Source: an optimization exercise on an open RTL-to-GDS flow (aim: small area, a short achievable clock period and few clock cycles per item). Production flows keep margins and buffers that such runs may drop.
RTL that was checked went through simulation tests only; none was proved equivalent to the original.
Function not checked in runs 1, 2 and 4: the RTL went through the layout flow alone.
Power is estimated from default activity; no workload was simulated.

==> flow/run.sh <==
#!/bin/bash
# synth_recipe.tcl (not shown) runs the flow's synth.tcl, then flattens the netlist and writes it again
# the make line also repeats each setting of config.mk as NAME=value (left out here)
make -C /OpenROAD-flow-scripts/flow DESIGN_CONFIG=/design/flow/config.mk WORK_HOME=/design/flow/orfs CLKGATE_MAP_FILE= SYNTH_SCRIPT=/design/flow/synth_recipe.tcl finish
==> flow/config.mk <==
export PLATFORM = sky130hd
export DESIGN_NAME = pwm_timing_param_calc
export DESIGN_NICKNAME = pwm_timing_param_calc
export VERILOG_FILES = /design/flow/design.v
export SDC_FILE = /design/flow/constraint.sdc
export NUM_CORES = 4
export LEC_CHECK = 0
export CAP_MARGIN = 20
export CORE_MARGIN = 2
export CORE_UTILIZATION = 60
export PLACE_DENSITY = 0.72
export SETUP_SLACK_MARGIN = 3.5
export SLEW_MARGIN = 20
==> flow/constraint.sdc <==
create_clock -name core_clock -period 8.0 [get_ports {clock}]
set_input_delay 1.6000 -clock core_clock [delete_from_list [all_inputs] [get_ports {clock}]]
set_output_delay 1.6000 -clock core_clock [all_outputs]
set_load 0.01 [all_outputs]
==> flow/design.v <==
module pwm_timing_param_calc #(
   parameter int PERIOD_BITS  = 16,
   parameter int MAX_DIV_CODE = 7
) (
   input  logic        clock,
   input  logic        reset,
   input  logic        req_start,
   output logic        busy,
   input  logic [6:0]  req_percent,
   output logic        rsp_valid,
   output logic [2:0]  rsp_div_code,
   output logic [7:0]  rsp_prescale_code,
   output logic [15:0] rsp_period_code,
   output logic [15:0] rsp_duty_code,
   output logic        rsp_duty_zero,
   output logic [1:0]  rsp_status,
   input  logic        csr_valid,
   output logic        csr_ready,
   input  logic [0:0]  csr_index,
   input  logic [31:0] csr_wdata
);
   localparam logic [30:0] G1 = 31'd1000000000;
   localparam logic [34:0] FIT_LIMIT = 35'd16776960;    
   localparam logic [7:0]  PCT100 = 8'd100;
   localparam logic [3:0] CF_DONE  = 4'd0;
   localparam logic [3:0] CF_CLK   = 4'd1;    
   localparam logic [3:0] CF_CLKR  = 4'd2;    
   localparam logic [3:0] CF_CLKS  = 4'd3;    
   localparam logic [3:0] CF_CQ    = 4'd4;    
   localparam logic [3:0] CF_CQF   = 4'd5;    
   localparam logic [3:0] CF_CYC   = 4'd6;    
   localparam logic [3:0] CF_CYF   = 4'd7;    
   localparam logic [3:0] CF_FIT   = 4'd8;    
   localparam logic [3:0] CF_PRE   = 4'd9;    
   localparam logic [3:0] CF_DP3   = 4'd10;   
   localparam logic [3:0] CF_WAIT  = 4'd11;   
   localparam logic [3:0] CF_PDEC  = 4'd12;   
   localparam logic [3:0] CF_CYS   = 4'd13;   
   localparam logic [3:0] CF_CQS   = 4'd14;   
   localparam logic [3:0] CF_CLKT  = 4'd15;   
   localparam logic [1:0] A_EMPTY = 2'd0;
   localparam logic [1:0] A_WAIT  = 2'd1;    
   localparam logic [1:0] A_RUN   = 2'd2;
   localparam logic [1:0] A_DONE  = 2'd3;
   logic [31:0] per_r;
   logic [2:0]  kq;          
   logic [30:0] kr;          
   logic        k_raw;
   logic [27:0] cqq;
   logic [30:0] cqr;
   logic [6:0]  rr;
   logic [2:0]  divc;
   logic [2:0]  divc_o;      
   logic [7:0]  prem1;
   logic [16:0] dp;          
   logic [18:0] dp3;         
   logic [15:0] period;
   logic        psat;
   logic        st2;
   logic        nofit;
   logic        szero;
   logic        cfg_a_ok;    
   logic        cfg_ok;      
   logic [3:0]  cf_st;
   logic [1:0]  a_st;
   logic [6:0]  a_pct;
   logic        a_bad;
   logic [4:0]  cnt;
   logic        a_p;         
   logic        a_pn;        
   logic [6:0]  a_t;         
   logic [1:0]  a_u;         
   logic [5:0]  a_e34;       
   logic [2:0]  a_d;         
   logic [32:0] xs, xc;
   logic [34:0] ys, yc;
   logic        c_busy;
   logic        c_prd;       
   logic        c_bad;
   logic        c_first;
   logic        c_sat;
   logic [2:0]  c_cnt;
   logic [18:0] c_r;
   logic [15:0] c_yq;
   logic        s_v;
   logic        s_bad;
   logic [2:0]  s_d;         
   logic        s_inc;       
   logic [34:0] s_y;
   logic        o_valid;
   logic        o_bad;
   logic [15:0] o_duty;
   logic        o_zero;
   logic        busy_r;
   logic        ready_r;
   logic        m_clk, m_cq, m_cyc, a_step;
   logic        p_next;
   logic [8:0]  ta;
   logic [7:0]  tb;
   logic [6:0]  ta_n, tb_n, t_n;
   logic [1:0]  ua, ub, u_n;
   logic [5:0]  e34_n;
   logic [32:0] r1, r2, r3, r4;
   logic [32:0] s1, c1, s2, c2, ndg, xs_n, xc_n;
   logic [5:0]  est;
   logic [2:0]  d;
   logic [34:0] q1, q2, q3, qs, qc, ys_n, yc_n;
   logic [4:0]  ysm;
   logic [30:0] xr_sel;
   logic [32:0] x_bin;
   logic        x_ge;
   logic [34:0] y_res0, y_fin;
   assign m_clk  = (cf_st == CF_CLKR);
   assign m_cq   = (cf_st == CF_CQ);
   assign m_cyc  = (cf_st == CF_CYC);
   assign a_step = m_clk || m_cq || m_cyc || (a_st == A_RUN);
   assign p_next = m_cyc ? PCT100[cnt[2:0] - 3'd1] : (!m_cq && a_pct[5]);
   assign ta = {1'b0, a_t, 1'b0} + {2'b0, rr};       
   assign tb = {a_t, m_cq & a_pn};                   
   always_comb begin
      if (ta >= 9'd200)      begin ua = 2'd2; ta_n = 7'(ta - 9'd200); end
      else if (ta >= 9'd100) begin ua = 2'd1; ta_n = 7'(ta - 9'd100); end
      else                   begin ua = 2'd0; ta_n = ta[6:0];         end
      if (tb >= 8'd100)      begin ub = 2'd1; tb_n = 7'(tb - 8'd100); end
      else                   begin ub = 2'd0; tb_n = tb[6:0];         end
      if (p_next) begin u_n = ua; t_n = ta_n; end
      else        begin u_n = ub; t_n = tb_n; end
   end
   logic [5:0] e_c1, e_c2;
   assign e_c1 = {2'b0, cqr[30:27]} + {2'b0, kr[30:27]};
   assign e_c2 = {2'b0, cqr[30:27]} + {1'b0, kr[30:26]};
   always_comb begin
      case ({p_next, u_n})
         3'b001:  e34_n = {2'b0, kr[30:27]};
         3'b010:  e34_n = {1'b0, kr[30:26]};
         3'b100:  e34_n = {2'b0, cqr[30:27]};
         3'b101:  e34_n = e_c1;
         3'b110:  e34_n = e_c2;
         default: e34_n = 6'd0;
      endcase
   end
   assign r1 = {xs[31:0], 1'b0};
   assign r2 = {xc[31:0], 1'b0};
   assign r3 = a_p ? {2'b0, cqr} : 33'd0;
   always_comb begin
      case (a_u)
         2'd1:    r4 = {1'b0, m_clk & kq[0], kr};    
         2'd2:    r4 = {1'b0, kr, 1'b0};
         default: r4 = 33'd0;
      endcase
   end
   logic [5:0] ea, eb, es, ek;
   logic [5:3] ep, eg;
   logic       g1, p1, g2, p2, ci3, ci4, ci5;
   assign ea  = r1[32:27];
   assign eb  = r2[32:27];
   assign es  = ea ^ eb ^ a_e34;
   assign ek  = (ea & eb) | (ea & a_e34) | (eb & a_e34);
   assign g1  = es[1] & ek[0];
   assign p1  = es[1] ^ ek[0];
   assign g2  = es[2] & ek[1];
   assign p2  = es[2] ^ ek[1];
   assign ci3 = g2 | (p2 & g1);
   assign ep  = es[5:3] ^ ek[4:2];
   assign eg  = es[5:3] & ek[4:2];
   assign ci4 = eg[3] | (ep[3] & ci3);
   assign ci5 = eg[4] | (ep[4] & eg[3]) | (ep[4] & ep[3] & ci3);
   assign est = {ep[5] ^ ci5, ep[4] ^ ci4, ep[3] ^ ci3, 3'b0};
   assign d   = (est[5:3] == 3'd7) ? 3'd0 : est[5:3];
   always_comb begin
      case (est[5:3])
         3'd1:    ndg = 33'h1c4653600;
         3'd2:    ndg = 33'h188ca6c00;
         3'd3:    ndg = 33'h14d2fa200;
         3'd4:    ndg = 33'h11194d800;
         3'd5:    ndg = 33'h0d5fa0e00;
         3'd6:    ndg = 33'h09a5f4400;
         default: ndg = 33'h000000000;
      endcase
   end
   assign s1   = r1 ^ r2 ^ r3;
   assign c1   = {((r1 & r2) | (r1 & r3) | (r2 & r3)), 1'b0};
   assign s2   = s1 ^ c1 ^ r4;
   assign c2   = {((s1 & c1) | (s1 & r4) | (c1 & r4)), 1'b0};
   assign xs_n = s2 ^ c2 ^ ndg;
   assign xc_n = {((s2 & c2) | (s2 & ndg) | (c2 & ndg)), 1'b0};
   assign ysm  = 5'(a_u) * 5'(kq) + {1'b0, a_d, 1'b0};
   assign q1   = {ys[33:0], 1'b0};
   assign q2   = {yc[33:0], 1'b0};
   assign q3   = a_p ? {7'b0, cqq} : 35'd0;
   assign qs   = q1 ^ q2 ^ q3;
   assign qc   = {((q1 & q2) | (q1 & q3) | (q2 & q3)), 1'b0};
   assign ys_n = qs ^ qc ^ {30'd0, ysm};
   assign yc_n = {((qs & qc) | (qs & {30'd0, ysm}) | (qc & {30'd0, ysm})), 1'b0};
   logic [32:0] x_red;
   assign x_bin  = xs + xc;
   assign x_red  = xs + xc + 33'h1c4653600;            
   assign x_ge   = !x_red[32];
   assign y_res0 = ys + yc;
   assign y_fin  = s_y + {31'd0, {1'b0, s_d} + {3'b0, s_inc}};
   assign xr_sel = ys[32] ? yc[30:0] : ys[30:0];
   logic [4:0] cq_start;
   logic [6:0] cq_top;
   logic       cq_pn;
   always_comb begin
      if (per_r[31:8] == '0)       begin cq_start = 5'd1;  cq_top = per_r[7:1];   cq_pn = per_r[0];  end
      else if (per_r[31:12] == '0) begin cq_start = 5'd5;  cq_top = per_r[11:5];  cq_pn = per_r[4];  end
      else if (per_r[31:16] == '0) begin cq_start = 5'd9;  cq_top = per_r[15:9];  cq_pn = per_r[8];  end
      else if (per_r[31:20] == '0) begin cq_start = 5'd13; cq_top = per_r[19:13]; cq_pn = per_r[12]; end
      else if (per_r[31:24] == '0) begin cq_start = 5'd17; cq_top = per_r[23:17]; cq_pn = per_r[16]; end
      else if (per_r[31:28] == '0) begin cq_start = 5'd21; cq_top = per_r[27:21]; cq_pn = per_r[20]; end
      else                         begin cq_start = 5'd25; cq_top = per_r[31:25]; cq_pn = per_r[24]; end
   end
   logic [34:0] scaled;
   logic [16:0] hl;
   logic [7:0]  pm1;
   assign scaled = {c_r[18:0], c_yq};
   assign hl     = {9'b0, scaled[23:16]} + {1'b0, scaled[15:0]};
   assign pm1    = scaled[23:16] + 8'(hl[16]);
   logic [18:0] q4;
   logic [19:0] df1, df2, df3;
   logic [1:0]  qd;
   logic [18:0] q4_n;
   logic [15:0] yq_n;
   logic        sat_n;
   logic        c_last;
   assign q4  = {c_r[16:0], c_yq[15:14]};
   assign df1 = {1'b0, q4} - {3'b0, dp};
   assign df2 = {1'b0, q4} - {2'b0, dp, 1'b0};
   assign df3 = {1'b0, q4} - {1'b0, dp3};
   logic [18:0] q4_lo, q4_hi;
   assign q4_lo = df1[19] ? q4 : df1[18:0];
   assign q4_hi = df3[19] ? df2[18:0] : df3[18:0];
   assign q4_n  = df2[19] ? q4_lo : q4_hi;
   assign qd    = {!df2[19], df2[19] ? !df1[19] : !df3[19]};
   assign yq_n   = {c_yq[13:0], qd};
   assign sat_n  = c_sat || (c_first && (c_r >= {2'b0, dp}));
   assign c_last = c_busy && (c_cnt == 3'd0);
   logic       a_to_s, s_to_c, acc_item, acc_write, prd_go;
   logic       s_v_n;
   logic [1:0] a_st_n;
   logic       c_busy_n;
   logic [2:0] c_cnt_n;
   logic       cfg_ok_n;
   assign busy      = busy_r;
   assign csr_ready = ready_r;
   assign acc_item  = !reset && req_start && !busy_r;
   assign acc_write = !reset && csr_valid && ready_r;
   assign s_to_c    = s_v && (!c_busy || c_last) && cfg_ok;
   assign a_to_s    = (a_st == A_DONE) && (!s_v || s_to_c);
   assign prd_go    = (cf_st == CF_DP3);
   always_comb begin
      a_st_n = a_st;
      case (a_st)
         A_WAIT:  if (cfg_a_ok) a_st_n = A_RUN;
         A_RUN:   if (cnt == 5'd0) a_st_n = A_DONE;
         A_DONE:  if (a_to_s) a_st_n = A_EMPTY;
         default: ;
      endcase
      if (acc_item) a_st_n = cfg_a_ok ? A_RUN : A_WAIT;
      if (reset) a_st_n = A_EMPTY;
      c_busy_n = c_busy;
      c_cnt_n  = c_cnt - 3'd1;
      if (c_last) c_busy_n = 1'b0;
      if (s_to_c || prd_go) begin
         c_busy_n = 1'b1;
         c_cnt_n  = 3'd7;
      end
      if (acc_write && ((c_busy && c_prd) || prd_go)) c_busy_n = 1'b0;
      if (reset) c_busy_n = 1'b0;
      s_v_n = s_v;
      if (s_to_c) s_v_n = 1'b0;
      if (a_to_s) s_v_n = 1'b1;
      if (reset) s_v_n = 1'b0;
      cfg_ok_n = cfg_ok;
      if (cf_st == CF_PDEC) cfg_ok_n = 1'b1;
      if (cf_st == CF_CYF || reset) cfg_ok_n = 1'b0;
   end
   always_ff @(posedge clock) begin
      a_st    <= a_st_n;
      c_busy  <= c_busy_n;
      c_cnt   <= c_cnt_n;
      cfg_ok  <= cfg_ok_n;
      s_v     <= s_v_n;
      busy_r  <= !((a_st_n == A_EMPTY) ||
                   ((a_st_n == A_DONE) &&
                    (!s_v_n || ((!c_busy_n || c_cnt_n == 3'd0) && cfg_ok_n))));
      ready_r <= (a_st_n == A_EMPTY) && (cfg_ok_n || !s_v_n);
      if (reset) begin
         per_r    <= 32'd50000;
         kq       <= 3'd0;
         kr       <= 31'd200000000;
         k_raw    <= 1'b0;
         cfg_a_ok <= 1'b0;
         cf_st    <= CF_CLK;
         o_valid  <= 1'b0;
      end else begin
         o_valid <= 1'b0;
         if (a_step) begin
            a_t   <= t_n;
            a_u   <= u_n;
            a_p   <= p_next;
            a_e34 <= e34_n;
            a_pn  <= per_r[cnt - 5'd2];
            a_d   <= d;
            xs    <= xs_n;
            xc    <= xc_n;
            ys    <= ys_n;
            yc    <= yc_n;
            cnt   <= cnt - 5'd1;
         end
         case (cf_st)
            CF_CLK, CF_CLKS: begin
               if (cf_st == CF_CLK && k_raw) begin
                  xs    <= '0;
                  xc    <= '0;
                  a_p   <= 1'b0;
                  a_u   <= 2'd1;
                  a_e34 <= {1'b0, kq[0], kr[30:27]};
                  a_d   <= '0;
                  cf_st <= CF_CLKR;
               end else begin
                  if (cf_st == CF_CLKS) begin
                     kq    <= a_d + {2'b0, !ys[32]};
                     kr    <= xr_sel;
                     k_raw <= 1'b0;
                  end
                  if (cq_top >= 7'd100) begin
                     a_u   <= 2'd1;
                     a_t   <= cq_top - 7'd100;
                     a_e34 <= {2'b0, (cf_st == CF_CLKS) ? xr_sel[30:27] : kr[30:27]};
                  end else begin
                     a_u   <= 2'd0;
                     a_t   <= cq_top;
                     a_e34 <= 6'd0;
                  end
                  a_pn  <= cq_pn;
                  a_p   <= 1'b0;
                  a_d   <= '0;
                  xs    <= '0;
                  xc    <= '0;
                  ys    <= '0;
                  yc    <= '0;
                  cnt   <= cq_start;
                  cf_st <= CF_CQ;
               end
            end
            CF_CLKR: begin
               cf_st <= CF_CLKT;
            end
            CF_CLKT: begin
               ys    <= {2'b0, x_red};
               yc    <= {2'b0, x_bin};
               cf_st <= CF_CLKS;
            end
            CF_CQ: begin
               if (cnt == 5'd0) begin
                  rr    <= a_t;
                  cf_st <= CF_CQF;
               end
            end
            CF_CQF: begin
               if (!s_v && !(c_busy && !c_prd)) begin
                  s_y   <= y_res0;
                  s_d   <= a_d;
                  s_inc <= x_ge;
                  ys    <= {2'b0, x_red};
                  yc    <= {2'b0, x_bin};
                  cf_st <= CF_CQS;
               end
            end
            CF_CQS: begin
               cqr   <= xr_sel;
               cqq   <= y_fin[27:0];
               a_t   <= rr;
               a_u   <= 2'd0;
               a_p   <= 1'b1;
               a_e34 <= {2'b0, xr_sel[30:27]};
               a_d   <= '0;
               xs    <= '0;
               xc    <= '0;
               ys    <= '0;
               yc    <= '0;
               cnt   <= 5'd6;
               cf_st <= CF_CYC;
            end
            CF_CYC: begin
               if (cnt == 5'd0) cf_st <= CF_CYF;
            end
            CF_CYF: begin
               s_y      <= y_res0;
               s_d      <= a_d;
               s_inc    <= x_ge;
               cfg_a_ok <= 1'b1;
               cf_st    <= CF_CYS;
            end
            CF_CYS: begin
               {c_r, c_yq} <= y_fin >> 1;
               divc     <= 3'd0;
               cf_st    <= CF_FIT;
            end
            CF_FIT: begin
               if (scaled <= FIT_LIMIT || divc == 3'd7) begin
                  nofit <= (scaled > FIT_LIMIT);
                  szero <= (scaled == 35'd0);
                  cf_st <= CF_PRE;
               end else begin
                  {c_r, c_yq} <= scaled >> 1;
                  divc <= divc + 3'd1;
               end
            end
            CF_PRE: begin
               divc_o <= divc;
               if (nofit) begin
                  prem1 <= 8'd255;
                  dp    <= 17'd256;
               end else if (szero) begin
                  prem1 <= 8'd0;
                  dp    <= 17'd1;
               end else begin
                  prem1 <= pm1;
                  dp    <= 17'(pm1) + 17'd1;
               end
               st2    <= nofit || szero;
               cf_st  <= CF_DP3;
            end
            CF_DP3: begin
               dp3   <= {2'b0, dp} + {1'b0, dp, 1'b0};
               cf_st <= CF_WAIT;
            end
            CF_WAIT: begin
               if (c_last) begin
                  period <= yq_n;
                  psat   <= sat_n;
                  cf_st  <= CF_PDEC;
               end
            end
            CF_PDEC: begin
               if (psat)                  period <= 16'hffff;
               else if (period != 16'd0)  period <= period - 16'd1;
               dp     <= dp << ({1'b0, divc} + 4'd1);
               dp3    <= dp3 << ({1'b0, divc} + 4'd1);
               cf_st  <= CF_DONE;
            end
            default: ;
         endcase
         if (a_st == A_WAIT && cfg_a_ok) begin
            a_p   <= a_pct[6];
            a_t   <= a_pct[6] ? rr : 7'd0;
            a_u   <= 2'd0;
            a_e34 <= a_pct[6] ? {2'b0, cqr[30:27]} : 6'd0;
            a_d   <= '0;
            xs    <= '0;
            xc    <= '0;
            ys    <= '0;
            yc    <= '0;
            cnt   <= 5'd6;
         end
         if (a_st == A_RUN) a_pct <= {a_pct[5:0], 1'b0};
         if (acc_item) begin
            a_pct <= req_percent;
            a_bad <= (req_percent > 7'd100);
            if (cfg_a_ok) begin
               a_p   <= req_percent[6];
               a_t   <= req_percent[6] ? rr : 7'd0;
               a_u   <= 2'd0;
               a_e34 <= req_percent[6] ? {2'b0, cqr[30:27]} : 6'd0;
               a_d   <= '0;
               xs    <= '0;
               xc    <= '0;
               ys    <= '0;
               yc    <= '0;
               cnt   <= 5'd6;
            end
         end
         if (c_busy) begin
            c_r     <= q4_n;
            c_yq    <= yq_n;
            c_sat   <= sat_n;
            c_first <= 1'b0;
            if (c_last && !c_prd) begin
               o_valid <= 1'b1;
               o_bad   <= c_bad;
               o_duty  <= c_bad ? 16'd0 : (sat_n ? 16'hffff : yq_n);
               o_zero  <= !c_bad && !sat_n && (yq_n == 16'd0);
            end
         end
         if (a_to_s) begin
            s_bad <= a_bad;
            s_d   <= a_d;
            s_inc <= x_ge;
            s_y   <= y_res0;
         end
         if (s_to_c) begin
            c_prd   <= 1'b0;
            c_bad   <= s_bad;
            c_first <= 1'b1;
            c_sat   <= 1'b0;
            c_r     <= y_fin[34:16];
            c_yq    <= y_fin[15:0];
         end
         if (prd_go) begin
            c_prd   <= 1'b1;
            c_first <= 1'b1;
            c_sat   <= 1'b0;
         end
         if (acc_write) begin
            if (csr_index == 1'b0) begin
               kq    <= {2'b0, csr_wdata[31]};
               kr    <= csr_wdata[30:0];
               k_raw <= 1'b1;
            end else begin
               per_r <= csr_wdata;
            end
            cfg_a_ok <= 1'b0;
            cf_st    <= CF_CLK;
         end
      end
   end
   assign rsp_valid         = o_valid;
   assign rsp_div_code      = o_bad ? 3'd0 : divc_o;
   assign rsp_prescale_code = o_bad ? 8'd0 : prem1;
   assign rsp_period_code   = o_bad ? 16'd0 : period;
   assign rsp_duty_code     = o_duty;
   assign rsp_duty_zero     = o_zero;
   assign rsp_status        = o_bad ? 2'd1 : (st2 ? 2'd2 : 2'd0);
endmodule
==> qor.csv, run 1 <==
stage,metric,value,unit
power_and_ir_drop,intPower,6.47,mW
timing,slew_violations,0,
grt,grt_pass1_wl,172,mm
setup_path,critPathBufInv,2,
setup_path,critPathKind,register to register,
flow_run,cap_violations,0,
clock_network,cts_resized,0,
synth,synth_most_common_cell,nand2_1,
setup_path,max_stage_delay,0.60,ns
finish,area_growth,9.13,%
clock_network,cts_buffers,55,
clock_network,root_buffer,clkbuf_16,
power_and_ir_drop,p_per_area,255,mW/mm²
die,core,0.0632,mm²
synth,synth_area_per_cell,9.28,µm²
grt,grt_pass1_vias,30684,
power_and_ir_drop,p_seq_share,32.7,%
setup_path,critPathArrivalTime,4.61,ns
clock_network,cts_tree,built,
setup_path,cp_max_fo,31,
timing,fin_skew,0.0274,ns
synth,synth-main-ff-cell,edfxtp_1,
setup_path,cp.required,8.34,ns
die,rows,92,
setup_path,cpMostUsedCell,o21ai_0,
synth,yosys_warnings,1,
timing,rsz0062_at_grt,false,
power_and_ir_drop,netSwitchingPower,4.21,mW
synth,synth-edff-count,402,
route,drt-initial-drc-count,2972,
timing,setup_viol,0,
setup_path,cpMaxStageDelayCell,edfxtp_1,
synth,synth_top_area_share,31.4,%
die,start_util,60.8,%
clock_network,clk_pin_slew,0.06,ns
timing,slew_headroom,24.8,%
setup_path,worstPathCellList,inv_1 -> ha_1 -> nor2b_1 -> o21a_1 -> o21ai_0 -> a31oi_1 -> a41oi_1 -> o21ai_0 -> a31oi_2 -> buf_4 -> mux2_2 -> nand2_1 -> a311oi_1 -> a21oi_1,
placement,dp_hpwl,81.0,mm
power_and_ir_drop,power.share.clock,24.8,%
route,ant_nets,0,
synth,yosys-top-cells-area,"edfxtp_1, ha_1, fa_1",
power_and_ir_drop,combPwrFrac,42.6,%
finish,n_fill_cell,5181,
route,routed_via_density,6.30,
grt,grt.total_usage,32.9,%
placement,io_buffers,92,
setup_path,cp_top_family,compound AO/OA/AOI/OAI gates,
timing,worst_pin_slew,1.10,ns
setup_path,end_kind,register,
hold_path,hp-class,register to register,
synth,yosysTopAreaCell,edfxtp_1,
timing,max_freq,0.234,GHz
route,num_vias,31684,
timing,hold_viol_final,0,
clock_network,cts_hold_buffers,0,
synth,syn_inst,4141,
synth,synthArstFlopShare,0,%
route,wirelength,109,mm
clock_network,cts_max_path_buffers,3,
grt,grt_max_degree,179,
synth,synth-seq-area-share,35.8,%
route,drt_first_pass_iters,6,
route,wl_per_cell,21.7,µm
clock_network,worstSkewPairLatency,0.63,ns
synth,syn_area,0.0384,mm²
synth,synth.net_count,4573,
timing,min_period,4.27,ns
timing,tns,0,ns
die,dieArea,0.0661,mm²
grt,antenna_found_initial,4,
finish,final_nets,4566,
run_status,status,timing/DRC/antenna clean,
die,die_x,257,µm
clock_network,htreeDepth,2,
synth,synth.distinct_cells,105,
clock_network,cts_sinks,485,
timing,post-route-period-util,53.4,%
power_and_ir_drop,power,10.7,mW
die,die_h,257,µm
synth,netlist_top_cells_count,"nand2_1, edfxtp_1, nor2_1",
placement,gp_congestion,0.942,
die,io_pins,93,
power_and_ir_drop,ir_drop,0.251,mV
setup_path,startpoint_type,register,
clock_network,post_cts_buffers,0,
power_and_ir_drop,leakagePower,16.4,nW
route,drc,0,
synth,ys_ff_latch,485,
finish,drive_above_1_share,6.46,%
grt,grt_overflow_total,0,
power_and_ir_drop,sw_frac_of_total,39.4,%
==> power by group through the flow <==
stage | sequential, mW | combinational, mW | clock (mW)
4_1_cts | 3.48 | 4.49 | 2.66
3_5_place_dp | 3.54 | 4.45 | 0
5_1_grt | 3.53 | 5.04 | 2.75
2_1_floorplan | 3.40 | 3.31 | 0
3_3_place_gp | 3.53 | 4.38 | 0
6_report | 3.49 | 4.55 | 2.64
==> placed cells by master (no fill, tap or decap), drive strengths merged, types with 17 or more instances in the layout <==
| cell | netlist | final |
|---|---|---|
| o22ai | 43 | 43 |
| xnor2 | 122 | 122 |
| nand2b | 40 | 40 |
| o21ai | 205 | 205 |
| o211ai | 48 | 48 |
| o21a | 33 | 33 |
| nand3 | 82 | 82 |
| o221ai | 27 | 27 |
| mux2i | 100 | 100 |
| nand2 | 487 | 487 |
| a31oi | 29 | 29 |
| o31ai | 23 | 23 |
| or3 | 19 | 19 |
| nor2b | 55 | 55 |
| dfxtp | 83 | 83 |
| nor2 | 394 | 394 |
| or2 | 28 | 28 |
| a21boi | 17 | 17 |
| a21oi | 332 | 332 |
| and3 | 23 | 23 |
| nor3 | 80 | 80 |
| and2 | 84 | 84 |
| fa | 138 | 138 |
| nor4 | 22 | 22 |
| buf | 30 | 44 |
| o21bai | 17 | 17 |
| a21o | 63 | 63 |
| a22oi | 39 | 39 |
| clkinv | 1 | 21 |
| ha | 250 | 250 |
| a211oi | 67 | 67 |
| clkdlybuf4s50 | 0 | 91 |
| xor2 | 95 | 95 |
| mux2 | 38 | 38 |
| clkbuf | 169 | 71 |
| nand4 | 26 | 26 |
| inv | 246 | 249 |
| mux4 | 19 | 19 |
| edfxtp | 402 | 402 |
==> flip-flops by register name, indices dropped and copies added (netlist names), 28 cells and up <==
| register | flops |
|---|---|
| xc | 33 |
| s_y | 35 |
| ys | 35 |
| yc | 35 |
| kr | 31 |
| per_r | 32 |
| xs | 33 |
| cqr | 31 |
| cqq | 28 |
==> final timing paths <==
check | from | end | slack, ns | depth (start not counted)
max | dp[1] | c_r[0] | 3.73 | 14
min reg2reg | c_cnt[0] | c_cnt[0] | 0.41 | 1
max reg2reg | dp[1] | c_r[0] | 3.73 | 14
min | c_cnt[0] | c_cnt[0] | 0.41 | 1
==> layout make-up <==
class                   instances  area, µm²  area share [%]
repair buffers                135       1250            2.98
diodes                          1       2.50         0.00597
flip-flops and latches        485      13700            32.8
multi-input cells            3210      23100            55.1
well taps                     846       1060            2.53
clock inverters                33        354           0.845
clock buffers                  71       1500            3.58
inverters                     247        935            2.23
==> cell families (layout without fill, tap and decap cells) <==
| kind of cell | after synthesis | in the layout | synth area share, % |
|---|---|---|---|
| simple gates | 1375 | 1375 | 16.6 |
| mux | 157 | 157 | 4.84 |
| compound gates | 1072 | 1072 | 18.0 |
| other cells | 0 | 1 | 0 |
| fa+ha+maj | 389 | 389 | 15.4 |
| flops | 485 | 485 | 35.8 |
| xor+xnor | 217 | 217 | 4.97 |
| buf+inv | 446 | 486 | 4.47 |
==> worst reg2reg max path: stages, from the launching register on <==
cell and delay, ns:
edfxtp_1 0.60, inv_1 0.25, ha_1 0.34, nor2b_1 0.13, o21a_1 0.17, o21ai_0 0.26
a31oi_1 0.25, a41oi_1 0.42, o21ai_0 0.26, a31oi_2 0.23, buf_4 0.32, mux2_2 0.29
nand2_1 0.08, a311oi_1 0.32, a21oi_1 0.07
==> stage by stage <==
stage               instances  hold WS [ns]  utilization (%)  setup WS [ns]  area [µm²]
CTS                      5027         0.408             66.3           3.81       41900
finish                   5028         0.409             66.3           3.73       41900
floorplan                4141         0.371                -           3.62       38400
detailed placement       4923         0.397             63.4           3.28       40100
global placement         4923         0.391             63.4           3.33       40100
global route             5027         0.430             66.3           3.54       41900
==> layer usage <==
metal | vias to the layer above | track usage (%) | routed length (µm)
met4 | 2 | 11.4 | 3830
met2 | 1375 | 54.3 | 51500
met5 | - | 0 | 13
li1 | 14903 | - | -
met3 | 197 | 4.98 | 8820
met1 | 15207 | 44.2 | 45000
==> run 2: changes to the inputs <==
--- a/flow/design.v
+++ b/flow/design.v
@@ -201,13 +201,13 @@
    assign xr_sel = ys[32] ? yc[30:0] : ys[30:0];
-   logic [4:0] cq_start;
-   logic [6:0] cq_top;
+   logic [4:0] cq_cnt;
+   logic [5:0] cq_top;
    logic       cq_pn;
    always_comb begin
-      if (per_r[31:8] == '0)       begin cq_start = 5'd1;  cq_top = per_r[7:1];   cq_pn = per_r[0];  end
-      else if (per_r[31:12] == '0) begin cq_start = 5'd5;  cq_top = per_r[11:5];  cq_pn = per_r[4];  end
-      else if (per_r[31:16] == '0) begin cq_start = 5'd9;  cq_top = per_r[15:9];  cq_pn = per_r[8];  end
-      else if (per_r[31:20] == '0) begin cq_start = 5'd13; cq_top = per_r[19:13]; cq_pn = per_r[12]; end
-      else if (per_r[31:24] == '0) begin cq_start = 5'd17; cq_top = per_r[23:17]; cq_pn = per_r[16]; end
-      else if (per_r[31:28] == '0) begin cq_start = 5'd21; cq_top = per_r[27:21]; cq_pn = per_r[20]; end
-      else                         begin cq_start = 5'd25; cq_top = per_r[31:25]; cq_pn = per_r[24]; end
+      if (per_r[31:8] == '0)       begin cq_cnt = 5'd2;  cq_top = per_r[7:2];   cq_pn = per_r[1];  end
+      else if (per_r[31:12] == '0) begin cq_cnt = 5'd6;  cq_top = per_r[11:6];  cq_pn = per_r[5];  end
+      else if (per_r[31:16] == '0) begin cq_cnt = 5'd10; cq_top = per_r[15:10]; cq_pn = per_r[9];  end
+      else if (per_r[31:20] == '0) begin cq_cnt = 5'd14; cq_top = per_r[19:14]; cq_pn = per_r[13]; end
+      else if (per_r[31:24] == '0) begin cq_cnt = 5'd18; cq_top = per_r[23:18]; cq_pn = per_r[17]; end
+      else if (per_r[31:28] == '0) begin cq_cnt = 5'd22; cq_top = per_r[27:22]; cq_pn = per_r[21]; end
+      else                         begin cq_cnt = 5'd26; cq_top = per_r[31:26]; cq_pn = per_r[25]; end
    end
@@ -217,4 +217,8 @@
    assign scaled = {c_r[18:0], c_yq};
+   logic [8:0]  h1, h2, pre_v;
    assign hl     = {9'b0, scaled[23:16]} + {1'b0, scaled[15:0]};
-   assign pm1    = scaled[23:16] + 8'(hl[16]);
+   assign h1     = {1'b0, scaled[23:16]} + 9'd1;
+   assign h2     = {1'b0, scaled[23:16]} + 9'd2;
+   assign pm1    = hl[16] ? h1[7:0] : scaled[23:16];
+   assign pre_v  = hl[16] ? h2 : h1;
    logic [18:0] q4;
@@ -327,11 +331,5 @@
                   end
-                  if (cq_top >= 7'd100) begin
-                     a_u   <= 2'd1;
-                     a_t   <= cq_top - 7'd100;
-                     a_e34 <= {2'b0, (cf_st == CF_CLKS) ? xr_sel[30:27] : kr[30:27]};
-                  end else begin
-                     a_u   <= 2'd0;
-                     a_t   <= cq_top;
-                     a_e34 <= 6'd0;
-                  end
+                  a_u   <= 2'd0;
+                  a_t   <= {1'b0, cq_top};
+                  a_e34 <= 6'd0;
                   a_pn  <= cq_pn;
@@ -343,3 +341,3 @@
                   yc    <= '0;
-                  cnt   <= cq_start;
+                  cnt   <= cq_cnt;
                   cf_st <= CF_CQ;
@@ -397,3 +395,3 @@
             CF_CYS: begin
-               {c_r, c_yq} <= y_fin >> 1;
+               {c_r, c_yq} <= y_fin;
                divc     <= 3'd0;
@@ -402,8 +400,8 @@
             CF_FIT: begin
-               if (scaled <= FIT_LIMIT || divc == 3'd7) begin
-                  nofit <= (scaled > FIT_LIMIT);
-                  szero <= (scaled == 35'd0);
+               {c_r, c_yq} <= scaled >> 1;
+               if ((scaled >> 1) <= FIT_LIMIT || divc == 3'd7) begin
+                  nofit <= ((scaled >> 1) > FIT_LIMIT);
+                  szero <= ((scaled >> 1) == 35'd0);
                   cf_st <= CF_PRE;
                end else begin
-                  {c_r, c_yq} <= scaled >> 1;
                   divc <= divc + 3'd1;
@@ -421,3 +419,3 @@
                   prem1 <= pm1;
-                  dp    <= 17'(pm1) + 17'd1;
+                  dp    <= 17'(pre_v);
                end
==> qor.csv, run 2 <==
stage,metric,value,unit,change
setup_path,rrSetupSlack,3.72,ns,was 3.73 ns
die,core,0.0629,mm²,was 0.0632 mm²
timing,fin_skew,0.0278,ns,was 0.0274 ns
setup_path,cp.required,8.32,ns,was 8.34 ns
synth,synth.net_count,4472,,was 4573
timing,post-route-period-util,53.5,%,was 53.4%
finish,drive_above_1_share,6.62,%,was 6.46%
die,io_pins,93,,unchanged
finish,mostFrequentLayoutCells,"nand2_1, edfxtp_1, nor2_1",,unchanged
setup_path,rr_worst_depth,15,,was 14
timing,worst_pin_slew,1.15,ns,was 1.10 ns
die,rows,92,,unchanged
timing,setup_viol,0,,unchanged
synth,synthArstFlopShare,0,%,unchanged
route,ant_nets,0,,unchanged
synth,netlist_top_cells_count,"nand2_1, edfxtp_1, nor2_1",,unchanged
setup_path,startpoint_type,register,,unchanged
placement,gp_congestion,0.952,,was 0.942
synth,synth-edff-count,402,,unchanged
timing,max_freq,0.234,GHz,about the same
finish,final_nets,4478,,was 4566
clock_network,cts_tree,built,,unchanged
clock_network,cts_max_path_buffers,3,,unchanged
die,die_h,256,µm,was 257 µm
route,wl_met2,52.0,mm,was 51.5 mm
finish,fin_area,0.0416,mm²,was 0.0419 mm²
flow_run,cap_violations,0,,unchanged
setup_path,critPathBufInv,2,,unchanged
setup_path,critPathKind,register to register,,unchanged
setup_path,r2r-start,c_yq[15],,was dp[1]
clock_network,clk_pin_slew,0.06,ns,about the same
setup_path,cpMaxStageDelayCell,edfxtp_1,,unchanged
grt,grt.total_usage,33.3,%,was 32.9%
grt,grt_max_degree,96,,was 179
synth,syn_area,0.0380,mm²,was 0.0384 mm²
hold_path,hp-class,register to register,,unchanged
finish,area_growth,9.38,%,was 9.13%
hold_path,holdPathStages,1,,unchanged
placement,io_buffers,92,,unchanged
timing,rsz0062_at_grt,true,,was false
timing,tns,0,ns,unchanged
route,wl_met1,45.4,mm,was 45.0 mm
synth,synth_most_common_cell,nand2_1,,unchanged
power_and_ir_drop,ir_drop,0.215,mV,was 0.251 mV
run_status,status,timing/DRC/antenna clean,,unchanged
synth,synth-main-ff-cell,edfxtp_1,,unchanged
route,num_vias,31528,,was 31684
timing,min_period,4.28,ns,was 4.27 ns
synth,yosys_warnings,1,,unchanged
placement,dpl_cell_area,0.0397,mm²,was 0.0401 mm²
route,wl_per_cell,22.3,µm,was 21.7 µm
route,wirelength,110,mm,was 109 mm
route,routed_via_density,6.38,,was 6.30
clock_network,cts_sinks,485,,unchanged
setup_path,max_stage_delay,0.61,ns,was 0.60 ns
clock_network,cts_buffers,54,,was 55
synth,ys_ff_latch,485,,unchanged
setup_path,r2r_end,c_r[18],,was c_r[0]
power_and_ir_drop,leakagePower,16.1,nW,was 16.4 nW
finish,antenna_cells,0,,was 1
placement,dp_hpwl,81.9,mm,was 81.0 mm
route,top_layer_used,met5,,unchanged
power_and_ir_drop,p_per_area,251,mW/mm²,was 255 mW/mm²
synth,synth.distinct_cells,93,,was 105
clock_network,htreeDepth,2,,unchanged
setup_path,critPathArrivalTime,4.60,ns,was 4.61 ns
die,start_util,60.5,%,was 60.8%
timing,slew_headroom,22.3,%,was 24.8%
finish,top_regs,"s_y (35), yc (35), ys (35)",,unchanged
hold_path,min_to,c_cnt[0],,unchanged
grt,grt_pass1_wl,172,mm,about the same
timing,hold_viol_final,0,,unchanged
route,drt_first_pass_iters,6,,unchanged
die,dieArea,0.0654,mm²,was 0.0661 mm²
grt,grt_overflow_total,0,,unchanged
setup_path,cp_top_family,compound AO/OA/AOI/OAI gates,,unchanged
route,drt-initial-drc-count,3236,,was 2972
grt,grt_pass1_vias,30014,,was 30684
clock_network,root_buffer,clkbuf_16,,unchanged
synth,synth_area_per_cell,9.40,µm²,was 9.28 µm²
synth,synth_top_area_share,31.8,%,was 31.4%
finish,final_common_cell,nand2_1,,unchanged
synth,yosys-top-cells-area,"edfxtp_1, ha_1, fa_1",,unchanged
synth,syn_inst,4042,,was 4141
clock_network,worstSkewPairLatency,0.63,ns,about the same
timing,slew_violations,0,,unchanged
setup_path,worstPathCellList,inv_1 -> ha_1 -> fa_1 -> nor2b_1 -> o21a_1 -> o21ai_0 -> a21oi_1 -> o211ai_1 -> a21oi_1 -> nor3_1 -> buf_4 -> a211oi_1 -> o21ai_0 -> a211oi_1 -> o22ai_1,,was inv_1 -> ha_1 -> nor2b_1 -> o21a_1 -> o21ai_0 -> a31oi_1 -> a41oi_1 -> o21ai_0 -> a31oi_2 -> buf_4 -> mux2_2 -> nand2_1 -> a311oi_1 -> a21oi_1
synth,synth-seq-area-share,36.1,%,was 35.8%
setup_path,end_kind,register,,unchanged
grt,antenna_found_initial,3,,was 4
synth,yosysTopAreaCell,edfxtp_1,,unchanged
route,drc,0,,unchanged
finish,n_fill_cell,5194,,was 5181
route,wl_met3,8.62,mm,was 8.82 mm
hold_path,min-delay-start,c_cnt[0],,unchanged
die,die_x,256,µm,was 257 µm
setup_path,cp_max_fo,11,,was 31
[run 2: through the flow]
stage          hold WS (ns)  power [mW]  setup WS [ns]  instances  util (%)
6_report              0.402        10.4           3.72       4940      66.2
3_3_place_gp          0.379        7.74           3.25       4835      63.2
4_1_cts               0.405        10.4           3.61       4937      66.1
5_1_grt               0.425        11.1           3.47       4940      66.2
2_1_floorplan         0.371        6.58           3.58       4042         -
3_5_place_dp          0.385        7.82           3.18       4835      63.2
[run 2: timing repair]
item / in CTS / in global routing
resized for setup: 0 / 4
setup buffers: 0 / 3
setup endpoints to repair: 0 / 8
hold endpoints to repair: 0 / 0
hold buffers: 0 / 0
[run 2: routing by layer]
layer,GRT usage (%),up-vias
met2,54.6,1433
met3,4.68,221
li1,-,14660
met1,45.1,15212
met4,12.2,2
met5,0,-
[run 2: cell families (layout without fill, tap and decap cells)]
kind of cell | after synthesis | in the layout | synth area share, %
buf+inv | 430 | 482 | 4.28
fa+ha+maj | 386 | 386 | 15.4
mux | 171 | 171 | 5.20
simple gates | 1248 | 1248 | 15.1
xor+xnor | 226 | 226 | 5.23
compound gates | 1096 | 1096 | 18.6
flops | 485 | 485 | 36.1
[run 2: layout make-up]
type / instances / area, µm² / share of cell area, %
sequential: 485 / 13700 / 33.0
timing repair buffer: 149 / 1340 / 3.23
clock buffer: 83 / 1620 / 3.91
clock inverter: 19 / 169 / 0.406
tap: 846 / 1060 / 2.55
inverter: 231 / 875 / 2.10
multi-input combinational: 3127 / 22800 / 54.8
[run 2: how the worst max path moves through the flow]
stage | from | endpoint | slack [ns] | depth (start not counted)
finish | c_yq[15] | c_r[18] | 3.72 | 15
global route | a_t[1] | a_e34[0] | 3.47 | 14
detailed placement | req_start | a_e34[2] | 3.18 | 8
global placement | req_start | a_e34[2] | 3.25 | 8
CTS | a_t[1] | a_e34[0] | 3.61 | 14
floorplan | reset | s_d[0] | 3.58 | 3
[run 2: power by group]
part / internal (mW) / leakage [nW] / switching [mW]
clock: 1.49 / 0.879 / 1.07
combinational: 1.74 / 10.7 / 2.68
sequential: 3.14 / 4.50 / 0.326
total: 6.36 / 16.1 / 4.08
==> run 3: changes to the inputs <==
--- a/flow/design.v
+++ b/flow/design.v
@@ -194,9 +194,11 @@
    assign yc_n = {((qs & qc) | (qs & {30'd0, ysm}) | (qc & {30'd0, ysm})), 1'b0};
-   logic [32:0] x_red;
+   logic [30:0] y_sub;
+   logic        y_ge;
    assign x_bin  = xs + xc;
-   assign x_red  = xs + xc + 33'h1c4653600;            
-   assign x_ge   = !x_red[32];
+   assign x_ge   = (x_bin[30:0] >= G1);
    assign y_res0 = ys + yc;
    assign y_fin  = s_y + {31'd0, {1'b0, s_d} + {3'b0, s_inc}};
-   assign xr_sel = ys[32] ? yc[30:0] : ys[30:0];
+   assign y_ge   = (ys[30:0] >= G1);
+   assign y_sub  = ys[30:0] - G1;
+   assign xr_sel = y_ge ? y_sub : ys[30:0];
    logic [4:0] cq_cnt;
@@ -327,3 +329,3 @@
                   if (cf_st == CF_CLKS) begin
-                     kq    <= a_d + {2'b0, !ys[32]};
+                     kq    <= a_d + {2'b0, y_ge};
                      kr    <= xr_sel;
@@ -349,4 +351,3 @@
             CF_CLKT: begin
-               ys    <= {2'b0, x_red};
-               yc    <= {2'b0, x_bin};
+               ys    <= {2'b0, x_bin};
                cf_st <= CF_CLKS;
@@ -364,4 +365,3 @@
                   s_inc <= x_ge;
-                  ys    <= {2'b0, x_red};
-                  yc    <= {2'b0, x_bin};
+                  ys    <= {2'b0, x_bin};
                   cf_st <= CF_CQS;
--- a/flow/config.mk
+++ b/flow/config.mk
@@ -11,3 +11,3 @@
 export PLACE_DENSITY = 0.72
-export SETUP_SLACK_MARGIN = 3.5
+export SETUP_SLACK_MARGIN = 4.0
 export SLEW_MARGIN = 20
==> qor.csv, run 3 <==
stage,metric,value,unit,change
clock_network,cts_hold_buffers,0,,unchanged
route,drt-initial-drc-count,2882,,was 3236
power_and_ir_drop,p_per_area,225,mW/mm²,was 251 mW/mm²
power_and_ir_drop,leakagePower,16.2,nW,was 16.1 nW
grt,grt.total_usage,34.3,%,was 33.3%
die,start_util,60.9,%,was 60.5%
setup_path,critPathArrivalTime,4.23,ns,was 4.60 ns
placement,dp.cells,4788,,was 4835
synth,netlist_top_cells_count,"nand2_1, edfxtp_1, a21oi_1",,"was nand2_1, edfxtp_1, nor2_1"
setup_path,cpMaxStageDelayCell,fa_1,,was edfxtp_1
synth,yosys-top-cells-area,"edfxtp_1, ha_1, fa_1",,unchanged
synth,ys_ff_latch,485,,unchanged
finish,antenna_cells,0,,unchanged
timing,finalHoldWorstSlack,0.406,ns,was 0.402 ns
grt,grt_overflow_total,0,,unchanged
power_and_ir_drop,ir_drop,0.246,mV,was 0.215 mV
route,wl_per_cell,22.5,µm,was 22.3 µm
synth,synth-edff-count,402,,unchanged
timing,slew_headroom,27.8,%,was 22.3%
timing,tns,0,ns,unchanged
timing,hold_viol_final,0,,unchanged
finish,instances_no_fill,4907,,was 4940
placement,io_buffers,92,,unchanged
clock_network,cts_tree,built,,unchanged
finish,final_common_cell,nand2_1,,unchanged
clock_network,worstSkewPairLatency,0.65,ns,was 0.63 ns
synth,syn_area,0.0376,mm²,was 0.0380 mm²
timing,slew_violations,0,,unchanged
setup_path,cp.required,8.36,ns,was 8.32 ns
flow_run,cap_violations,0,,unchanged
route,num_vias,31202,,was 31528
die,die_x,254,µm,was 256 µm
grt,grt_max_degree,172,,was 96
grt,antenna_found_initial,1,,was 3
finish,drive_above_1_share,7.00,%,was 6.62%
timing,max_freq,0.259,GHz,was 0.234 GHz
finish,utilization,67.0,%,was 66.2%
setup_path,startpoint_type,register,,unchanged
route,drt_first_pass_iters,6,,unchanged
timing,rsz0062_at_grt,false,,was true
route,routed_via_density,6.36,,was 6.38
clock_network,clk_pin_slew,0.06,ns,about the same
placement,pre_cts_ws,3.34,ns,was 3.18 ns
setup_path,worstPathCellList,fa_1 -> ha_1 -> a31o_2 -> a21o_1 -> a21oi_1 -> xnor2_2 -> nor2_1 -> inv_1 -> o21ai_0 -> fa_1 -> nand2_1 -> a21oi_1,,was inv_1 -> ha_1 -> fa_1 -> nor2b_1 -> o21a_1 -> o21ai_0 -> a21oi_1 -> o211ai_1 -> a21oi_1 -> nor3_1 -> buf_4 -> a211oi_1 -> o21ai_0 -> a211oi_1 -> o22ai_1
synth,synth_most_common_cell,nand2_1,,unchanged
hold_path,hp-class,register to register,,unchanged
synth,synth.net_count,4436,,was 4472
synth,yosys_warnings,1,,unchanged
route,ant_nets,0,,unchanged
placement,dp_hpwl,81.4,mm,was 81.9 mm
run_status,status,timing/DRC/antenna clean,,unchanged
die,core,0.0618,mm²,was 0.0629 mm²
synth,synth.distinct_cells,100,,was 93
route,drc,0,,unchanged
timing,min_period,3.86,ns,was 4.28 ns
die,dieArea,0.0647,mm²,was 0.0654 mm²
finish,top_regs,"s_y (35), yc (35), ys (35)",,unchanged
grt,grt_pass1_wl,172,mm,about the same
synth,syn_inst,4006,,was 4042
clock_network,cts_sinks,485,,unchanged
timing,fin_skew,0.0282,ns,was 0.0278 ns
die,die_h,254,µm,was 256 µm
timing,layout_setup_ws,4.14,ns,was 3.72 ns
clock_network,root_buffer,clkbuf_16,,unchanged
die,io_pins,93,,unchanged
clock_network,cts_buffers,56,,was 54
setup_path,critPathKind,register to register,,unchanged
timing,setup_viol,0,,unchanged
placement,gp_congestion,0.984,,was 0.952
finish,final_nets,4453,,was 4478
finish,area_growth,10.1,%,was 9.38%
die,rows,91,,was 92
synth,synth_top_area_share,32.1,%,was 31.8%
synth,synthArstFlopShare,0,%,unchanged
timing,post-route-period-util,48.3,%,was 53.5%
grt,grt_pass1_vias,29435,,was 30014
synth,synth_area_per_cell,9.39,µm²,was 9.40 µm²
setup_path,end_kind,register,,unchanged
setup_path,cp_max_fo,12,,was 11
synth,synth-main-ff-cell,edfxtp_1,,unchanged
clock_network,cts_max_path_buffers,3,,unchanged
timing,worst_pin_slew,1.08,ns,was 1.15 ns
synth,yosysTopAreaCell,edfxtp_1,,unchanged
finish,mostFrequentLayoutCells,"nand2_1, edfxtp_1, a21oi_1",,"was nand2_1, edfxtp_1, nor2_1"
synth,synth-seq-area-share,36.5,%,was 36.1%
clock_network,htreeDepth,2,,unchanged
setup_path,max_stage_delay,0.51,ns,was 0.61 ns
route,wirelength,110,mm,about the same
## run 3: final cells by class
cell class | instances | area [µm²]
Clock buffer | 64 | 1460
Clock inverter | 41 | 414
Fill cell | 5114 | 20400
Inverter | 228 | 865
Multi-Input combinational cell | 3102 | 22600
Sequential cell | 485 | 13700
Tap cell | 837 | 1050
Timing Repair Buffer | 150 | 1360
## run 3: logic make-up (layout without fill, tap and decap cells)
kind of cell / Yosys count / in the layout / share of synthesized area, %
compound gates: 1125 / 1125 / 19.3
xor+xnor: 216 / 216 / 5.05
fa+ha+maj: 386 / 386 / 15.6
buf+inv: 419 / 483 / 4.27
flops: 485 / 485 / 36.5
mux: 108 / 108 / 3.47
simple gates: 1267 / 1267 / 15.8
## run 3: worst paths after layout
kind,endpoint,startpoint,cells after the start,slack [ns]
max reg2reg,xs[15],a_e34[2],12,4.14
min,c_cnt[0],c_cnt[0],1,0.41
max,xs[15],a_e34[2],12,4.14
min reg2reg,c_cnt[0],c_cnt[0],1,0.41
## run 3: routing by layer
layer	track usage, %	wire length, µm
met1	47.5	46200
met2	54.3	50700
met3	3.91	7820
met4	15.6	5450
met5	0	0
## run 3: power by group
group	switching (mW)	internal, mW	total, mW
Sequential	0.321	3.03	3.36
Combinational	1.97	1.32	3.29
Clock	1.15	1.51	2.66
## run 3: per-stage QoR
stage,power [mW],area (µm²)
6_report,9.31,41400
5_1_grt,9.81,41400
4_1_cts,9.23,41300
3_5_place_dp,6.53,39300
3_3_place_gp,6.46,39300
2_1_floorplan,5.60,37600
## run 3: critical path: cells and delay by family, from the launching register on
family	cells	cell delay [ns]
adders and majority gates	3	1.31
and+or+nand+nor	2	0.29
AOI/OAI and AO/OA	5	1.17
xor gates and xnor gates	1	0.25
DFF	1	0.48
buffers and inverters	1	0.07
## run 3: what timing repair did
item	in CTS	in global routing
hold endpoints to repair	0	0
gates resized for setup	11	18
gates cloned	0	0
pin swaps	1	1
endpoints found under the setup margin	27	60
setup buffers	7	7
Testbench counts of run 3, summed over its fixed seeds: cycles 23,369, items 2,400.
==> run 4: changes to the inputs <==
--- a/flow/design.v
+++ b/flow/design.v
@@ -1 +1,34 @@
+module ptpc_ks_add #(
+   parameter int W = 8
+) (
+   input  logic [W-1:0] a,
+   input  logic [W-1:0] b,
+   input  logic         cin,
+   output logic [W-1:0] s,
+   output logic         cout
+);
+   localparam int L = $clog2(W);
+   logic [(L+1)*W-1:0] g, p;
+   logic [W-1:0] hs;
+   always_comb begin
+      hs = a ^ b;
+      g[W-1:0] = a & b;
+      p[W-1:0] = hs;
+      g[0] = (a[0] & b[0]) | (hs[0] & cin);
+      for (int l = 0; l < L; l++) begin
+         for (int i = 0; i < W; i++) begin
+            if (i >= (1 << l)) begin
+               g[(l+1)*W+i] = g[l*W+i] | (p[l*W+i] & g[l*W+i-(1<<l)]);
+               p[(l+1)*W+i] = p[l*W+i] & p[l*W+i-(1<<l)];
+            end else begin
+               g[(l+1)*W+i] = g[l*W+i];
+               p[(l+1)*W+i] = p[l*W+i];
+            end
+         end
+      end
+      s[0] = hs[0] ^ cin;
+      for (int i = 1; i < W; i++) s[i] = hs[i] ^ g[L*W+i-1];
+      cout = g[L*W+W-1];
+   end
+endmodule
 module pwm_timing_param_calc #(
@@ -196,5 +229,6 @@
    logic        y_ge;
-   assign x_bin  = xs + xc;
+   logic x_co, y_co;
+   ptpc_ks_add #(.W(33)) u_xbin (.a(xs), .b(xc), .cin(1'b0), .s(x_bin), .cout(x_co));
    assign x_ge   = (x_bin[30:0] >= G1);
-   assign y_res0 = ys + yc;
+   ptpc_ks_add #(.W(35)) u_yres (.a(ys), .b(yc), .cin(1'b0), .s(y_res0), .cout(y_co));
    assign y_fin  = s_y + {31'd0, {1'b0, s_d} + {3'b0, s_inc}};
@@ -233,5 +267,9 @@
    assign q4  = {c_r[16:0], c_yq[15:14]};
-   assign df1 = {1'b0, q4} - {3'b0, dp};
-   assign df2 = {1'b0, q4} - {2'b0, dp, 1'b0};
-   assign df3 = {1'b0, q4} - {1'b0, dp3};
+   logic nb1, nb2, nb3;
+   ptpc_ks_add #(.W(19)) u_df1 (.a(q4), .b(~{2'b0, dp}), .cin(1'b1), .s(df1[18:0]), .cout(nb1));
+   ptpc_ks_add #(.W(19)) u_df2 (.a(q4), .b(~{1'b0, dp, 1'b0}), .cin(1'b1), .s(df2[18:0]), .cout(nb2));
+   ptpc_ks_add #(.W(19)) u_df3 (.a(q4), .b(~dp3), .cin(1'b1), .s(df3[18:0]), .cout(nb3));
+   assign df1[19] = !nb1;
+   assign df2[19] = !nb2;
+   assign df3[19] = !nb3;
    logic [18:0] q4_lo, q4_hi;
==> qor.csv, run 4 <==
stage,metric,value,unit,change
grt,grt_max_degree,159,,was 172
route,ant_nets,0,,unchanged
setup_path,critPathKind,register to register,,unchanged
timing,worst_pin_slew,1.08,ns,about the same
clock_network,cts_buffers,55,,was 56
route,drt-initial-drc-count,3252,,was 2882
setup_path,cp.required,8.36,ns,about the same
timing,post-route-period-util,48.9,%,was 48.3%
synth,synthArstFlopShare,0,%,unchanged
flow_run,cap_violations,0,,unchanged
placement,gp_congestion,0.944,,was 0.984
synth,netlist_top_cells_count,"nand2_1, edfxtp_1, a21oi_1",,unchanged
run_status,status,timing/DRC/antenna clean,,unchanged
hold_path,hp-class,register to register,,unchanged
route,num_vias,31047,,was 31202
timing,hold_viol_final,0,,unchanged
setup_path,end_kind,register,,unchanged
clock_network,cts_hold_buffers,0,,unchanged
synth,yosys-top-cells-area,"edfxtp_1, ha_1, fa_1",,unchanged
timing,slew_headroom,28.1,%,was 27.8%
die,io_pins,93,,unchanged
route,drc,0,,unchanged
die,dieArea,0.0639,mm²,was 0.0647 mm²
grt,grt_pass1_vias,29523,,was 29435
synth,synth_area_per_cell,9.34,µm²,was 9.39 µm²
route,routed_via_density,6.41,,was 6.36
finish,mostFrequentLayoutCells,"nand2_1, edfxtp_1, a21oi_1",,unchanged
die,die_h,253,µm,was 254 µm
placement,io_buffers,92,,unchanged
grt,antenna_found_initial,0,,was 1
synth,yosysTopAreaCell,edfxtp_1,,unchanged
timing,slew_violations,0,,unchanged
finish,area_growth,10.2,%,was 10.1%
die,start_util,60.4,%,was 60.9%
finish,top_regs,"s_y (35), yc (35), ys (35)",,unchanged
placement,pre_cts_ws,3.29,ns,was 3.34 ns
synth,synth-edff-count,402,,unchanged
timing,rsz0062_at_grt,true,,was false
finish,drive_above_1_share,6.61,%,was 7.00%
grt,grt_overflow_total,0,,unchanged
clock_network,clk_pin_slew,0.06,ns,about the same
setup_path,cp_max_fo,5,,was 12
clock_network,worstSkewPairLatency,0.62,ns,was 0.65 ns
timing,fin_skew,0.0135,ns,was 0.0282 ns
timing,layout_setup_ws,4.09,ns,was 4.14 ns
die,core,0.0615,mm²,was 0.0618 mm²
finish,final_nets,4439,,was 4453
synth,synth.distinct_cells,94,,was 100
finish,fin_area,0.0409,mm²,was 0.0414 mm²
timing,setup_viol,0,,unchanged
finish,n_fill_cell,5096,,was 5114
finish,final_common_cell,nand2_1,,unchanged
synth,synth_top_area_share,32.5,%,was 32.1%
synth,synth-seq-area-share,37.0,%,was 36.5%
synth,synth-main-ff-cell,edfxtp_1,,unchanged
clock_network,cts_sinks,485,,unchanged
setup_path,critPathArrivalTime,4.27,ns,was 4.23 ns
placement,dpl_cell_area,0.0388,mm²,was 0.0393 mm²
synth,ys_ff_latch,485,,unchanged
synth,syn_inst,3975,,was 4006
synth,synth.net_count,4405,,was 4436
synth,yosys_warnings,4,,was 1
clock_network,cts_tree,built,,unchanged
die,die_x,253,µm,was 254 µm
route,drt_first_pass_iters,7,,was 6
finish,seqCellArea,0.0137,mm²,unchanged
clock_network,root_buffer,clkbuf_16,,unchanged
placement,dp_hpwl,81.3,mm,was 81.4 mm
grt,grt.total_usage,34.8,%,was 34.3%
route,wirelength,111,mm,was 110 mm
timing,max_freq,0.256,GHz,was 0.259 GHz
clock_network,cts_max_path_buffers,3,,unchanged
timing,tns,0,ns,unchanged
power_and_ir_drop,power,10.4,mW,was 9.31 mW
route,wl_per_cell,23.0,µm,was 22.5 µm
power_and_ir_drop,ir_drop,0.234,mV,was 0.246 mV
timing,min_period,3.91,ns,was 3.86 ns
synth,syn_area,0.0371,mm²,was 0.0376 mm²
synth,synth_most_common_cell,nand2_1,,unchanged
clock_network,htreeDepth,2,,unchanged
power_and_ir_drop,p_per_area,255,mW/mm²,was 225 mW/mm²
setup_path,rrSetupSlack,4.09,ns,was 4.14 ns
grt,grt_pass1_wl,172,mm,about the same
setup_path,startpoint_type,register,,unchanged
die,rows,91,,unchanged
power_and_ir_drop,leakagePower,16.1,nW,was 16.2 nW
finish,multi_input_area,0.0220,mm²,was 0.0226 mm²
-- run 4: timing repair --
action	in CTS	in global routing
cloned	0	1
endpoints found under the setup margin	26	65
gates resized for setup	9	18
setup buffers	8	13
pin swaps	0	2
-- run 4: cells by family after synthesis --
logic type / Yosys count / share of synthesized area (%)
muxes: 102 / 3.32
adders and majority gates: 386 / 15.8
and+or+nand+nor: 1256 / 15.4
xor gates and xnor gates: 229 / 5.40
AOI/OAI and AO/OA: 1103 / 18.8
DFF: 485 / 37.0
buffers and inverters: 414 / 4.25
-- run 4: worst paths after layout --
path / from / end / depth (start not counted)
max: xs[0] / s_inc / 12
min: c_cnt[0] / c_cnt[0] / 1
max reg2reg: xs[0] / s_inc / 12
min reg2reg: c_cnt[0] / c_cnt[0] / 1
-- run 4: critical path, stage by stage (launching register included) --
cell and delay [ns]:
edfxtp_1 0.44, ha_1 0.28, fa_1 0.43, a211oi_1 0.28, o211ai_1 0.18, and2_1 0.24
a21o_1 0.21, a21oi_1 0.22, xor2_1 0.39, nor2_1 0.07, a211o_1 0.32, a2111oi_2 0.45
o31ai_1 0.13
-- run 4: where the power goes --
part	switching (mW)	internal [mW]	leakage (nW)	total [mW]
clock	1.10	1.46	0.878	2.56
sequential	0.382	3.15	4.51	3.53
combinational	2.67	1.67	10.7	4.34
total	4.15	6.28	16.1	10.4
-- run 4: cell type report --
| cell class | count | share of cell area [%] |
|---|---|---|
| multi-input cells | 3076 | 53.9 |
| flip-flops and latches | 485 | 33.6 |
| clock buffers | 73 | 3.81 |
| repair buffers | 160 | 3.56 |
| well taps | 790 | 2.42 |
| inverters | 230 | 2.14 |
| clock inverters | 31 | 0.603 |
| repair inverters | 1 | 0.0122 |
| diodes | 1 | 0.00612 |
-- run 4: metrics by stage --
step	std cells	hold slack [ns]	util, %
floorplan	3975	0.371	-
global placement	4720	0.382	63.1
detailed placement	4720	0.393	63.1
CTS	4832	0.406	66.1
global route	4846	0.432	66.5
finish	4847	0.402	66.5
-- run 4: metal layers --
| metal | vias up | global-route usage [%] | share of wire, % |
|---|---|---|---|
| met5 | - | 0 | 0 |
| met4 | 0 | 15.7 | 5.0 |
| met3 | 257 | 5.52 | 8.1 |
| met2 | 1408 | 55.3 | 46 |
| met1 | 14967 | 47.1 | 41 |
| li1 | 14415 | - | - |
==> run 5: changes to the inputs <==
--- a/flow/design.v
+++ b/flow/design.v
@@ -84,2 +84,4 @@
    logic [6:0]  rr;
+   logic [6:0]  rr100;       
+   logic [7:0]  rr200;       
    logic [2:0]  divc;
@@ -150,8 +152,10 @@
    assign p_next = m_cyc ? PCT100[cnt[2:0] - 3'd1] : (!m_cq && a_pct[5]);
-   assign ta = {1'b0, a_t, 1'b0} + {2'b0, rr};       
+   logic [7:0] tt;
+   assign tt = {a_t, 1'b0};
+   assign ta = {1'b0, tt} + {2'b0, rr};              
    assign tb = {a_t, m_cq & a_pn};                   
    always_comb begin
-      if (ta >= 9'd200)      begin ua = 2'd2; ta_n = 7'(ta - 9'd200); end
-      else if (ta >= 9'd100) begin ua = 2'd1; ta_n = 7'(ta - 9'd100); end
-      else                   begin ua = 2'd0; ta_n = ta[6:0];         end
+      if (tt >= rr200)             begin ua = 2'd2; ta_n = 7'(tt - rr200);        end
+      else if (tt >= {1'b0, rr100}) begin ua = 2'd1; ta_n = 7'(tt - {1'b0, rr100}); end
+      else                         begin ua = 2'd0; ta_n = ta[6:0];              end
       if (tb >= 8'd100)      begin ub = 2'd1; tb_n = 7'(tb - 8'd100); end
@@ -395,2 +399,4 @@
                   rr    <= a_t;
+                  rr100 <= 7'd100 - a_t;
+                  rr200 <= 8'd200 - {1'b0, a_t};
                   cf_st <= CF_CQF;
==> qor.csv, run 5 <==
stage,metric,value,unit,change
clock_network,cts_hold_buffers,0,,unchanged
grt,grt_pass1_vias,29296,,was 29523
timing,rsz0062_at_grt,false,,was true
finish,final_nets,4473,,was 4439
timing,post-route-period-util,48.3,%,was 48.9%
timing,slew_violations,0,,unchanged
route,drc,0,,unchanged
setup_path,max_stage_delay,0.61,ns,was 0.45 ns
setup_path,end_kind,register,,unchanged
die,start_util,60.5,%,was 60.4%
synth,synth-edff-count,414,,was 402
synth,synth-seq-area-share,37.2,%,was 37.0%
finish,utilization,66.3,%,was 66.5%
clock_network,clk_pin_slew,0.06,ns,about the same
setup_path,cp.required,8.37,ns,was 8.36 ns
timing,hold_viol_final,0,,unchanged
synth,ys_ff_latch,497,,was 485
synth,synthArstFlopShare,0,%,unchanged
synth,synth.distinct_cells,94,,unchanged
setup_path,critPathBufInv,1,,was 0
setup_path,cpMostUsedCell,o31ai_4,,
power_and_ir_drop,p_per_area,224,mW/mm²,was 255 mW/mm²
power_and_ir_drop,leakagePower,16.4,nW,was 16.1 nW
synth,syn_area,0.0379,mm²,was 0.0371 mm²
route,drt_first_pass_iters,8,,was 7
timing,setup_viol,0,,unchanged
route,wirelength,108,mm,was 111 mm
clock_network,worstSkewPairLatency,0.64,ns,was 0.62 ns
synth,yosys-top-cells-area,"edfxtp_1, ha_1, fa_1",,unchanged
grt,grt_overflow_total,0,,unchanged
timing,tns,0,ns,unchanged
flow_run,cap_violations,0,,unchanged
synth,syn_inst,4020,,was 3975
grt,grt_pass1_wl,169,mm,was 172 mm
timing,slew_headroom,22.9,%,was 28.1%
die,core,0.0627,mm²,was 0.0615 mm²
grt,grt.total_usage,32.7,%,was 34.8%
setup_path,critPathArrivalTime,4.24,ns,was 4.27 ns
route,wl_per_cell,22.0,µm,was 23.0 µm
placement,dp_hpwl,80.9,mm,was 81.3 mm
finish,n_fill_cell,5110,,was 5096
grt,antenna_found_initial,0,,unchanged
clock_network,cts_sinks,497,,was 485
setup_path,startpoint_type,register,,unchanged
clock_network,cts_buffers,56,,was 55
finish,area_growth,9.61,%,was 10.2%
clock_network,cts_tree,built,,unchanged
synth,synth-main-ff-cell,edfxtp_1,,unchanged
die,die_x,255,µm,was 253 µm
placement,io_buffers,92,,unchanged
finish,final_common_cell,nand2_1,,unchanged
setup_path,critPathKind,register to register,,unchanged
grt,grt_max_degree,166,,was 159
timing,worst_pin_slew,1.15,ns,was 1.08 ns
finish,top_regs,"s_y (35), yc (35), ys (35)",,unchanged
synth,yosys_warnings,4,,unchanged
timing,max_freq,0.259,GHz,was 0.256 GHz
setup_path,worstPathCellList,ha_1 -> inv_1 -> fa_1 -> and2b_1 -> o2111ai_1 -> and3_1 -> o31ai_4 -> and2b_1 -> o31ai_4 -> o31a_1 -> o31ai_4 -> a31oi_1 -> xnor2_1,,was ha_1 -> fa_1 -> a211oi_1 -> o211ai_1 -> and2_1 -> a21o_1 -> a21oi_1 -> xor2_1 -> nor2_1 -> a211o_1 -> a2111oi_2 -> o31ai_1
synth,netlist_top_cells_count,"nand2_1, edfxtp_1, a21oi_1",,unchanged
die,rows,92,,was 91
clock_network,root_buffer,clkbuf_16,,unchanged
hold_path,hp-class,register to register,,unchanged
run_status,status,timing/DRC/antenna clean,,unchanged
synth,synth_area_per_cell,9.43,µm²,was 9.34 µm²
finish,drive_above_1_share,6.23,%,was 6.61%
power_and_ir_drop,ir_drop,0.178,mV,was 0.234 mV
clock_network,htreeDepth,2,,unchanged
finish,mostFrequentLayoutCells,"nand2_1, edfxtp_1, a21oi_1",,unchanged
finish,antenna_cells,0,,was 1
timing,min_period,3.87,ns,was 3.91 ns
synth,synth_most_common_cell,nand2_1,,unchanged
setup_path,cp_max_fo,5,,unchanged
route,drt-initial-drc-count,3060,,was 3252
synth,yosysTopAreaCell,edfxtp_1,,unchanged
clock_network,cts_max_path_buffers,3,,unchanged
die,dieArea,0.0652,mm²,was 0.0639 mm²
synth,synth.net_count,4461,,was 4405
die,die_h,255,µm,was 253 µm
setup_path,cpMaxStageDelayCell,edfxtp_1,,was a2111oi_2
route,ant_nets,0,,unchanged
setup_path,cp_top_family,compound AO/OA/AOI/OAI gates,,unchanged
placement,gp_congestion,0.970,,was 0.944
timing,fin_skew,0.0209,ns,was 0.0135 ns
route,num_vias,30944,,was 31047
die,io_pins,93,,unchanged
synth,synth_top_area_share,32.8,%,was 32.5%
route,routed_via_density,6.28,,was 6.41
==> run 5: path summary, 6_finish.rpt <==
kind	slack, ns	from	endpoint	cells past startpoint
setup / recovery	4.13	yc[0]	s_y[34]	13
hold / removal	0.40	c_cnt[0]	c_cnt[0]	1
setup reg to reg	4.13	yc[0]	s_y[34]	13
hold reg to reg	0.40	c_cnt[0]	c_cnt[0]	1
==> run 5: repair_timing <==
item	4_1_cts	5_1_grt
buffers inserted	1	9
setup endpoints to repair	2	35
endpoints found under the hold margin	0	0
resized for setup	1	11
==> run 5: final cells by class <==
type,count,area [µm²],area share [%]
Multi-Input combinational cell,3076,22300,53.6
Sequential cell,497,14100,33.9
Clock buffer,77,1580,3.80
Timing Repair Buffer,146,1370,3.29
Tap cell,846,1060,2.55
Inverter,255,965,2.32
Clock inverter,29,219,0.527
==> run 5: cell families after synthesis <==
logic type	count (synthesis)	synth area share, %
xor gates and xnor gates	237	5.47
buffers and inverters	447	4.47
adders and majority gates	397	15.8
muxes	103	3.31
AOI/OAI and AO/OA	1099	18.5
DFF	497	37.2
and+or+nand+nor	1240	15.3
==> run 5: per-layer routing <==
| metal | global-route usage, % | vias to the layer above | wire [µm] |
|---|---|---|---|
| li1 | - | 14584 | - |
| met3 | 3.82 | 226 | 8100 |
| met1 | 45.0 | 14789 | 45600 |
| met4 | 14.2 | 0 | 4990 |
| met5 | 0 | - | 0 |
| met2 | 52.5 | 1345 | 49600 |
==> run 5: power by group <==
part	internal, mW	switching, mW
Combinational	1.30	1.98
Sequential	3.13	0.330
Clock	1.45	1.10
==> run 5: through the flow <==
step                      hold WS, ns  instances  setup slack (ns)  total power [mW]  area [µm²]
final                           0.400       4926              4.13              9.29       41600
after global routing            0.432       4926              4.02              9.83       41600
after CTS                       0.401       4916              4.04              9.27       41400
after detailed placement        0.389       4809              3.27              6.71       39600
after global placement          0.379       4809              3.36              6.65       39600
after floorplan                 0.371       4020              3.59              5.77       38000
Testbench counts of run 5, summed over its fixed seeds: cycles 23,369, items 2,400.
